Context: an optimization exercise on an open-source flow, tuned for small area, a short achievable clock period and few clock cycles per item. The choices shown serve that exercise and are no tape-out recipe.
RTL that was checked went through simulation tests only; none was proved equivalent to the original.
No activity file was given, so power comes from the tool's default toggle rates.

==> inputs of 04-25 <==
==> flow/design.v (excerpt) <==
module rtc_seconds_to_calendar (
  input  logic          clk,
  input  logic          rst,
  input  logic          cmd_valid,
  output logic          cmd_stall,
  input  logic [72:0]   cmd,
  output logic          res_valid,
  input  logic          res_stall,
  output logic [56:0]   res
);
  logic        p0_valid, p1_valid, p2_valid;
  logic        p0_op, p1_op, p2_op;
  logic [31:0] p0_d;
  logic [38:0] p1_d;
  logic [21:0] p2_d;
  logic [39:0] set_d;
  logic        hold;
  logic        set_busy;
  assign hold      = res_valid && res_stall;
  assign set_busy  = (p0_valid && p0_op == rsc_pkg::OP_SET) || (p1_valid && p1_op == rsc_pkg::OP_SET);
  assign cmd_stall = res_stall || (cmd[72] == rsc_pkg::OP_SET && set_busy);
  always_ff @(posedge clk) begin
    if (rst) begin
      p0_valid  <= 1'b0;
      p1_valid  <= 1'b0;
      p2_valid  <= 1'b0;
      res_valid <= 1'b0;
    end else if (!hold) begin
      p0_valid  <= cmd_valid && !cmd_stall;
      p1_valid  <= p0_valid;
      p2_valid  <= p1_valid;
      res_valid <= p2_valid;
    end
  end
  always_ff @(posedge clk) begin
    if (!hold) begin
      p0_op <= cmd[72];
      p0_d  <= cmd[71:40];
    end
    if (cmd_valid && !cmd_stall && cmd[72] == rsc_pkg::OP_SET) begin
      set_d <= cmd[39:0];
    end
  end
  logic [11:0] ys, yc;
  logic [3:0]  na, nb;
  rsc_split u_split (
    .x  (p0_d[31:4]),
    .ys (ys),
    .yc (yc)
  );
  rsc_mod15 u_mod15 (
    .v  (p0_d[31:0]),
    .na (na),
    .nb (nb)
  );
  always_ff @(posedge clk) begin
    if (!hold) begin
      p1_op <= p0_op;
      p1_d  <= {nb, na, yc, ys, p0_d[6:0]};
    end
  end
  logic [11:0] y;
  logic [2:0]  d;
  logic [3:0]  n;
  logic [4:0]  kb;
  logic        hour0;
  logic        hour23;
  logic [5:0]  pm;
  assign y = p1_d[18:7] + p1_d[30:19];
  assign d = p1_d[6:4] - y[2:0];
  rsc_mod15_fin u_fin (
    .na (p1_d[34:31]),
    .nb (p1_d[38:35]),
    .n  (n)
  );
  rsc_tabs u_tabs (
    .y      (y),
    .d      (d),
    .kb     (kb),
  ...
==> flow/config.mk <==
export PLATFORM = sky130hd
export DESIGN_NAME = rtc_seconds_to_calendar
export DESIGN_NICKNAME = rtc_seconds_to_calendar
export VERILOG_FILES = /design/flow/design.v
export SDC_FILE = /design/flow/constraint.sdc
export NUM_CORES = 4
export LEC_CHECK = 0
export ABC_CLOCK_PERIOD_IN_PS = 3000
export CAP_MARGIN = 20
export CORE_MARGIN = 2
export CORE_UTILIZATION = 40
export CTS_BUF_LIST = sky130_fd_sc_hd__clkbuf_4 sky130_fd_sc_hd__clkbuf_8
export PLACE_DENSITY = 0.6
export SETUP_SLACK_MARGIN = 4.0
export SLEW_MARGIN = 20
==> flow/constraint.sdc <==
create_clock -name core_clock -period 7.5 [get_ports {clk}]
set_input_delay 1.5000 -clock core_clock [delete_from_list [all_inputs] [get_ports {clk}]]
set_output_delay 1.5000 -clock core_clock [all_outputs]
set_load 0.01 [all_outputs]
standard.sh (not shown) runs the stock make flow with config.mk's settings and CLKGATE_MAP_FILE= SYNTH_SCRIPT=/design/flow/synth_recipe.tcl, a recipe that flattens the netlist after the stock synthesis.
==> flow/flow/run.sh <==
#!/bin/bash
# The standard layout (standard.sh), with the input and output port buffers made from
# sky130_fd_sc_hd__buf_1 instead of the cell buffer_ports picks by default.
set -euo pipefail
export BUFFER_PORTS_ARGS="-buffer_cell sky130_fd_sc_hd__buf_1"
bash standard.sh > standard.log 2>&1
==> inputs of 08-12, as changes to 04-25 <==
--- a/flow/design.v
+++ b/flow/design.v
@@ -245,20 +245,17 @@
   logic [4:0] s;
   logic [3:0] t;
   assign s = {1'b0, na} + {1'b0, nb};
   assign t = s[3:0] + {3'd0, s[4]};
   assign n = (t == 4'd15) ? 4'd0 : t;
 endmodule
 module rsc_tabs (
   input  logic [11:0] y,
-  input  logic [2:0]  d,
-  output logic [4:0]  kb,
-  output logic        hour0,
-  output logic        hour23
+  output logic [4:0]  kb
 );
   logic [17:0] e;
   wire t1 = (y[11] | (y[10] | (y[9] | (y[8] | (y[7] & (y[6] & (y[5] & (y[4] | (y[3] | (y[2] | (y[1] | (y[0] & 1'b1))))))))))));
   wire t2 = (y[11] | (y[10] | (y[9] | (y[8] & (y[7] & (y[6] & (y[5] | (y[4] | (y[3] | (y[2] | (y[1] & (y[0] | 1'b1))))))))))));
   wire t3 = (y[11] | (y[10] | (y[9] & (y[8] | (y[7] & (y[6] | (y[5] & (y[4] | (y[3] | (y[2] | (y[1] & (y[0] & 1'b1))))))))))));
   wire t4 = (y[11] | (y[10] | (y[9] & (y[8] & (y[7] & (y[6] | (y[5] | (y[4] | (y[3] | (y[2] & (y[1] | (y[0] | 1'b1))))))))))));
   wire t5 = (y[11] | (y[10] & (y[9] | (y[8] | (y[7] | (y[6] & (y[5] & (y[4] | (y[3] | (y[2] & (y[1] | (y[0] & 1'b1))))))))))));
   wire t6 = (y[11] | (y[10] & (y[9] | (y[8] & (y[7] | (y[6] & (y[5] | (y[4] | (y[3] | (y[2] & (y[1] & (y[0] | 1'b1))))))))))));
@@ -291,18 +288,16 @@
   assign e[15] = t15 & ~t16;
   assign e[16] = t16 & ~t17;
   assign e[17] = t17;
   assign kb[0] = e[1] | e[3] | e[5] | e[7] | e[9] | e[11] | e[13] | e[15] | e[17];
   assign kb[1] = e[2] | e[3] | e[6] | e[7] | e[10] | e[11] | e[14] | e[15];
   assign kb[2] = e[4] | e[5] | e[6] | e[7] | e[12] | e[13] | e[14] | e[15];
   assign kb[3] = e[8] | e[9] | e[10] | e[11] | e[12] | e[13] | e[14] | e[15];
   assign kb[4] = e[16] | e[17];
-  assign hour0 = (e[0] & (d == 3'd0)) | (e[3] & (d == 3'd5)) | (e[6] & (d == 3'd2)) | (e[9] & (d == 3'd7)) | (e[12] & (d == 3'd4)) | (e[15] & (d == 3'd1));
-  assign hour23 = (e[2] & (d == 3'd5)) | (e[5] & (d == 3'd2)) | (e[8] & (d == 3'd7)) | (e[11] & (d == 3'd4)) | (e[14] & (d == 3'd1)) | (e[17] & (d == 3'd6));
 endmodule
 module rsc_hour (
   input  logic [4:0] kb,
   input  logic [2:0] d,
   output logic [4:0] hour
 );
   logic [4:0] nine_d;
   logic [5:0] s;
@@ -361,17 +356,17 @@
   output logic          res_valid,
   input  logic          res_stall,
   output logic [56:0]   res
 );
   logic        p0_valid, p1_valid, p2_valid;
   logic        p0_op, p1_op, p2_op;
   logic [31:0] p0_d;
   logic [38:0] p1_d;
-  logic [21:0] p2_d;
+  logic [19:0] p2_d;
   logic [39:0] set_d;
   logic        hold;
   logic        set_busy;
   assign hold      = res_valid && res_stall;
   assign set_busy  = (p0_valid && p0_op == rsc_pkg::OP_SET) || (p1_valid && p1_op == rsc_pkg::OP_SET);
   assign cmd_stall = res_stall || (cmd[72] == rsc_pkg::OP_SET && set_busy);
   always_ff @(posedge clk) begin
     if (rst) begin
@@ -412,53 +407,54 @@
       p1_op <= p0_op;
       p1_d  <= {nb, na, yc, ys, p0_d[6:0]};
     end
   end
   logic [11:0] y;
   logic [2:0]  d;
   logic [3:0]  n;
   logic [4:0]  kb;
-  logic        hour0;
-  logic        hour23;
-  logic [5:0]  pm;
   assign y = p1_d[18:7] + p1_d[30:19];
   assign d = p1_d[6:4] - y[2:0];
   rsc_mod15_fin u_fin (
     .na (p1_d[34:31]),
     .nb (p1_d[38:35]),
     .n  (n)
   );
   rsc_tabs u_tabs (
-    .y      (y),
-    .d      (d),
-    .kb     (kb),
-    .hour0  (hour0),
-    .hour23 (hour23)
+    .y  (y),
+    .kb (kb)
   );
-  assign pm = {n[1:0], n} - {p1_d[3:2], 2'b00, p1_d[3:2]} - {y[3:0], 2'b00};
   always_ff @(posedge clk) begin
     if (!hold) begin
       p2_op <= p1_op;
-      p2_d  <= {hour23, hour0, kb, d, pm, n, p1_d[1:0]};
+      p2_d  <= {kb, d, y[3:0], n, p1_d[3:0]};
     end
   end
   logic [4:0]  c_kb;
   logic [2:0]  c_d;
   logic [4:0]  c_hour;
   logic [5:0]  c_minute;
   logic [5:0]  c_second;
   logic        c_hour0;
   logic        c_hour23;
-  assign c_second = p2_d[5:0];
+  logic [3:0]  c_n;
+  logic [1:0]  c_v32;
+  logic [3:0]  c_y;
+  logic [5:0]  c_m17;
+  assign c_v32    = p2_d[3:2];
+  assign c_n      = p2_d[7:4];
+  assign c_y      = p2_d[11:8];
   assign c_d      = p2_d[14:12];
   assign c_kb     = p2_d[19:15];
-  assign c_hour0  = p2_d[20];
-  assign c_hour23 = p2_d[21];
-  assign c_minute = {p2_d[11:8] + c_kb[3:0], p2_d[7:6]};
+  assign c_hour0  = (c_hour == 5'd0);
+  assign c_hour23 = (c_hour == 5'd23);
+  assign c_second = {c_n, p2_d[1:0]};
+  assign c_m17    = {c_n[1:0], c_n} - {c_v32, 2'b00, c_v32};
+  assign c_minute = {c_m17[5:2] + c_kb[3:0] - c_y, c_m17[1:0]};
   rsc_hour u_hour (
     .kb   (c_kb),
     .d    (c_d),
     .hour (c_hour)
   );
   logic [13:0] year;
   logic [3:0]  month;
   logic [4:0]  day;
==> flow/config.mk (replaced) <==
export PLATFORM = sky130hd
export DESIGN_NAME = rtc_seconds_to_calendar
export DESIGN_NICKNAME = rtc_seconds_to_calendar
export VERILOG_FILES = /design/flow/design.v
export SDC_FILE = /design/flow/constraint.sdc
export NUM_CORES = 4
export LEC_CHECK = 0
export ABC_CLOCK_PERIOD_IN_PS = 3000
export CAP_MARGIN = 20
export CORE_MARGIN = 2
export CORE_UTILIZATION = 40
export CTS_CLUSTER_DIAMETER = 100
export CTS_CLUSTER_SIZE = 28
export GPL_ROUTABILITY_DRIVEN = 0
export GPL_TIMING_DRIVEN = 0
export PLACE_DENSITY = 0.6
export SETUP_SLACK_MARGIN = 4.0
export SLEW_MARGIN = 20
==> inputs of 02-22, as changes to 04-25 <==
--- a/flow/design.v
+++ b/flow/design.v
@@ -245,20 +245,17 @@
   logic [4:0] s;
   logic [3:0] t;
   assign s = {1'b0, na} + {1'b0, nb};
   assign t = s[3:0] + {3'd0, s[4]};
   assign n = (t == 4'd15) ? 4'd0 : t;
 endmodule
 module rsc_tabs (
   input  logic [11:0] y,
-  input  logic [2:0]  d,
-  output logic [4:0]  kb,
-  output logic        hour0,
-  output logic        hour23
+  output logic [4:0]  kb
 );
   logic [17:0] e;
   wire t1 = (y[11] | (y[10] | (y[9] | (y[8] | (y[7] & (y[6] & (y[5] & (y[4] | (y[3] | (y[2] | (y[1] | (y[0] & 1'b1))))))))))));
   wire t2 = (y[11] | (y[10] | (y[9] | (y[8] & (y[7] & (y[6] & (y[5] | (y[4] | (y[3] | (y[2] | (y[1] & (y[0] | 1'b1))))))))))));
   wire t3 = (y[11] | (y[10] | (y[9] & (y[8] | (y[7] & (y[6] | (y[5] & (y[4] | (y[3] | (y[2] | (y[1] & (y[0] & 1'b1))))))))))));
   wire t4 = (y[11] | (y[10] | (y[9] & (y[8] & (y[7] & (y[6] | (y[5] | (y[4] | (y[3] | (y[2] & (y[1] | (y[0] | 1'b1))))))))))));
   wire t5 = (y[11] | (y[10] & (y[9] | (y[8] | (y[7] | (y[6] & (y[5] & (y[4] | (y[3] | (y[2] & (y[1] | (y[0] & 1'b1))))))))))));
   wire t6 = (y[11] | (y[10] & (y[9] | (y[8] & (y[7] | (y[6] & (y[5] | (y[4] | (y[3] | (y[2] & (y[1] & (y[0] | 1'b1))))))))))));
@@ -291,18 +288,16 @@
   assign e[15] = t15 & ~t16;
   assign e[16] = t16 & ~t17;
   assign e[17] = t17;
   assign kb[0] = e[1] | e[3] | e[5] | e[7] | e[9] | e[11] | e[13] | e[15] | e[17];
   assign kb[1] = e[2] | e[3] | e[6] | e[7] | e[10] | e[11] | e[14] | e[15];
   assign kb[2] = e[4] | e[5] | e[6] | e[7] | e[12] | e[13] | e[14] | e[15];
   assign kb[3] = e[8] | e[9] | e[10] | e[11] | e[12] | e[13] | e[14] | e[15];
   assign kb[4] = e[16] | e[17];
-  assign hour0 = (e[0] & (d == 3'd0)) | (e[3] & (d == 3'd5)) | (e[6] & (d == 3'd2)) | (e[9] & (d == 3'd7)) | (e[12] & (d == 3'd4)) | (e[15] & (d == 3'd1));
-  assign hour23 = (e[2] & (d == 3'd5)) | (e[5] & (d == 3'd2)) | (e[8] & (d == 3'd7)) | (e[11] & (d == 3'd4)) | (e[14] & (d == 3'd1)) | (e[17] & (d == 3'd6));
 endmodule
 module rsc_hour (
   input  logic [4:0] kb,
   input  logic [2:0] d,
   output logic [4:0] hour
 );
   logic [4:0] nine_d;
   logic [5:0] s;
@@ -361,17 +356,17 @@
   output logic          res_valid,
   input  logic          res_stall,
   output logic [56:0]   res
 );
   logic        p0_valid, p1_valid, p2_valid;
   logic        p0_op, p1_op, p2_op;
   logic [31:0] p0_d;
   logic [38:0] p1_d;
-  logic [21:0] p2_d;
+  logic [19:0] p2_d;
   logic [39:0] set_d;
   logic        hold;
   logic        set_busy;
   assign hold      = res_valid && res_stall;
   assign set_busy  = (p0_valid && p0_op == rsc_pkg::OP_SET) || (p1_valid && p1_op == rsc_pkg::OP_SET);
   assign cmd_stall = res_stall || (cmd[72] == rsc_pkg::OP_SET && set_busy);
   always_ff @(posedge clk) begin
     if (rst) begin
@@ -412,53 +407,54 @@
       p1_op <= p0_op;
       p1_d  <= {nb, na, yc, ys, p0_d[6:0]};
     end
   end
   logic [11:0] y;
   logic [2:0]  d;
   logic [3:0]  n;
   logic [4:0]  kb;
-  logic        hour0;
-  logic        hour23;
-  logic [5:0]  pm;
   assign y = p1_d[18:7] + p1_d[30:19];
   assign d = p1_d[6:4] - y[2:0];
   rsc_mod15_fin u_fin (
     .na (p1_d[34:31]),
     .nb (p1_d[38:35]),
     .n  (n)
   );
   rsc_tabs u_tabs (
-    .y      (y),
-    .d      (d),
-    .kb     (kb),
-    .hour0  (hour0),
-    .hour23 (hour23)
+    .y  (y),
+    .kb (kb)
   );
-  assign pm = {n[1:0], n} - {p1_d[3:2], 2'b00, p1_d[3:2]} - {y[3:0], 2'b00};
   always_ff @(posedge clk) begin
     if (!hold) begin
       p2_op <= p1_op;
-      p2_d  <= {hour23, hour0, kb, d, pm, n, p1_d[1:0]};
+      p2_d  <= {kb, d, y[3:0], n, p1_d[3:0]};
     end
   end
   logic [4:0]  c_kb;
   logic [2:0]  c_d;
   logic [4:0]  c_hour;
   logic [5:0]  c_minute;
   logic [5:0]  c_second;
   logic        c_hour0;
   logic        c_hour23;
-  assign c_second = p2_d[5:0];
+  logic [3:0]  c_n;
+  logic [1:0]  c_v32;
+  logic [3:0]  c_y;
+  logic [5:0]  c_m17;
+  assign c_v32    = p2_d[3:2];
+  assign c_n      = p2_d[7:4];
+  assign c_y      = p2_d[11:8];
   assign c_d      = p2_d[14:12];
   assign c_kb     = p2_d[19:15];
-  assign c_hour0  = p2_d[20];
-  assign c_hour23 = p2_d[21];
-  assign c_minute = {p2_d[11:8] + c_kb[3:0], p2_d[7:6]};
+  assign c_hour0  = (c_hour == 5'd0);
+  assign c_hour23 = (c_hour == 5'd23);
+  assign c_second = {c_n, p2_d[1:0]};
+  assign c_m17    = {c_n[1:0], c_n} - {c_v32, 2'b00, c_v32};
+  assign c_minute = {c_m17[5:2] + c_kb[3:0] - c_y, c_m17[1:0]};
   rsc_hour u_hour (
     .kb   (c_kb),
     .d    (c_d),
     .hour (c_hour)
   );
   logic [13:0] year;
   logic [3:0]  month;
   logic [4:0]  day;
==> flow/config.mk (replaced) <==
export PLATFORM = sky130hd
export DESIGN_NAME = rtc_seconds_to_calendar
export DESIGN_NICKNAME = rtc_seconds_to_calendar
export VERILOG_FILES = /design/flow/design.v
export SDC_FILE = /design/flow/constraint.sdc
export NUM_CORES = 4
export LEC_CHECK = 0
export ABC_CLOCK_PERIOD_IN_PS = 3000
export CAP_MARGIN = 20
export CORE_MARGIN = 2
export CORE_UTILIZATION = 40
export CTS_CLUSTER_DIAMETER = 100
export CTS_CLUSTER_SIZE = 28
export PLACE_DENSITY = 0.6
export SETUP_SLACK_MARGIN = 3.8
export SLEW_MARGIN = 20
==> inputs of 04-07, as changes to 04-25 <==
--- a/flow/design.v
+++ b/flow/design.v
@@ -367,17 +367,17 @@
   logic [31:0] p0_d;
   logic [38:0] p1_d;
   logic [21:0] p2_d;
   logic [39:0] set_d;
   logic        hold;
   logic        set_busy;
   assign hold      = res_valid && res_stall;
   assign set_busy  = (p0_valid && p0_op == rsc_pkg::OP_SET) || (p1_valid && p1_op == rsc_pkg::OP_SET);
-  assign cmd_stall = res_stall || (cmd[72] == rsc_pkg::OP_SET && set_busy);
+  assign cmd_stall = hold || (cmd[72] == rsc_pkg::OP_SET && set_busy);
   always_ff @(posedge clk) begin
     if (rst) begin
       p0_valid  <= 1'b0;
       p1_valid  <= 1'b0;
       p2_valid  <= 1'b0;
       res_valid <= 1'b0;
     end else if (!hold) begin
       p0_valid  <= cmd_valid && !cmd_stall;
==> flow/config.mk (replaced) <==
export PLATFORM = sky130hd
export DESIGN_NAME = rtc_seconds_to_calendar
export DESIGN_NICKNAME = rtc_seconds_to_calendar
export VERILOG_FILES = /design/flow/design.v
export SDC_FILE = /design/flow/constraint.sdc
export NUM_CORES = 4
export LEC_CHECK = 0
export ABC_CLOCK_PERIOD_IN_PS = 3000
export CAP_MARGIN = 20
export CORE_MARGIN = 2
export CORE_UTILIZATION = 55
export PLACE_DENSITY = 0.7
export SETUP_SLACK_MARGIN = 4.0
export SLEW_MARGIN = 20
==> results.txt <==
| item | 04-07 | 08-12 | 02-22 | 04-25 |
|---|---|---|---|---|
| Result of the run | finished clean | finished clean | finished clean | finished clean |
| Area grow syn2layout | 17.0% | 14.2% | 11.0% | 18.3% |
| GRT Total Usage | 0.228 | 0.161 | 0.157 | 0.172 |
| Detail-routed net length per standard cell | 17.1 µm | 16.2 µm | 15.6 µm | 16.2 µm |
| Synthesized Nets | 1534 | 1450 | 1450 | 1534 |
| Sequential fraction of total cell area | 0.362 | 0.379 | 0.389 | 0.358 |
| IO Port Bufs | 135 | 134 | 135 | 135 |
| Crit-path most repeated cell | sky130_fd_sc_hd__buf_1 | - | sky130_fd_sc_hd__buf_1 | - |
| Cell with the largest stage delay on the worst path | sky130_fd_sc_hd__and2_4 | sky130_fd_sc_hd__buf_4 | sky130_fd_sc_hd__a21oi_1 | sky130_fd_sc_hd__edfxtp_1 |
| Mapped Cells | 1233 | 1150 | 1150 | 1233 |
| Cell Area, Placed | 15000 µm² | 14800 µm² | 14700 µm² | 15200 µm² |
| Relative slew slack | 0.284 | 0.356 | 0.298 | 0.319 |
| Die ar. | 26900 µm² | 35600 µm² | 35600 µm² | 36800 µm² |
| Met2 track utilization from global routing | 0.395 | 0.277 | 0.262 | 0.296 |
| Seq_cells | 209 | 207 | 207 | 209 |
| Power share of the clock group | 0.140 | 0.151 | 0.135 | 0.141 |
Testbench counts of 08-12, summed over its fixed seeds: cycles 32,174, items 32,000.
Testbench counts of 02-22, summed over its fixed seeds: cycles 32,174, items 32,000.
The RTL of 04-25 and 04-07 was laid out without a check of its function.

==> re-timing with driven ports <==
The results above use ideal ports. As a check the final layouts listed here were re-extracted and re-timed, cells and wires unchanged. Step 1, drivers: a clkbuf_16 drives clk and a buf_2 each remaining input, both assumed. Step 2, shift: input delay + t, output delay - t, t = (earliest + latest rising clock arrival at the registers) / 2. This alone moves slack from input paths to output paths. Three values: ideal ports, drivers, drivers and shift; two values: the first two.
| run | t, ns | slack for setup (ns) | worst data-port slew with drivers (ns) |
|---|---|---|---|
| 04-25 | 0.611 | 3.997 / 3.997 / 3.804 | 0.05 |
| 08-12 | 0.542 | 4.036 / 4.013 / 3.787 | 0.05 |
| 02-22 | 0.528 | 3.912 / 3.882 / 3.527 | 0.04 |
| 04-07 | 0.564 | 4.021 / 4.002 / 3.766 | 0.04 |
After both steps setup and hold are still met in every run listed. The setup slack of 02-22, which loses most, moves by -0.030 ns with the drivers and by -0.385 ns with both steps.
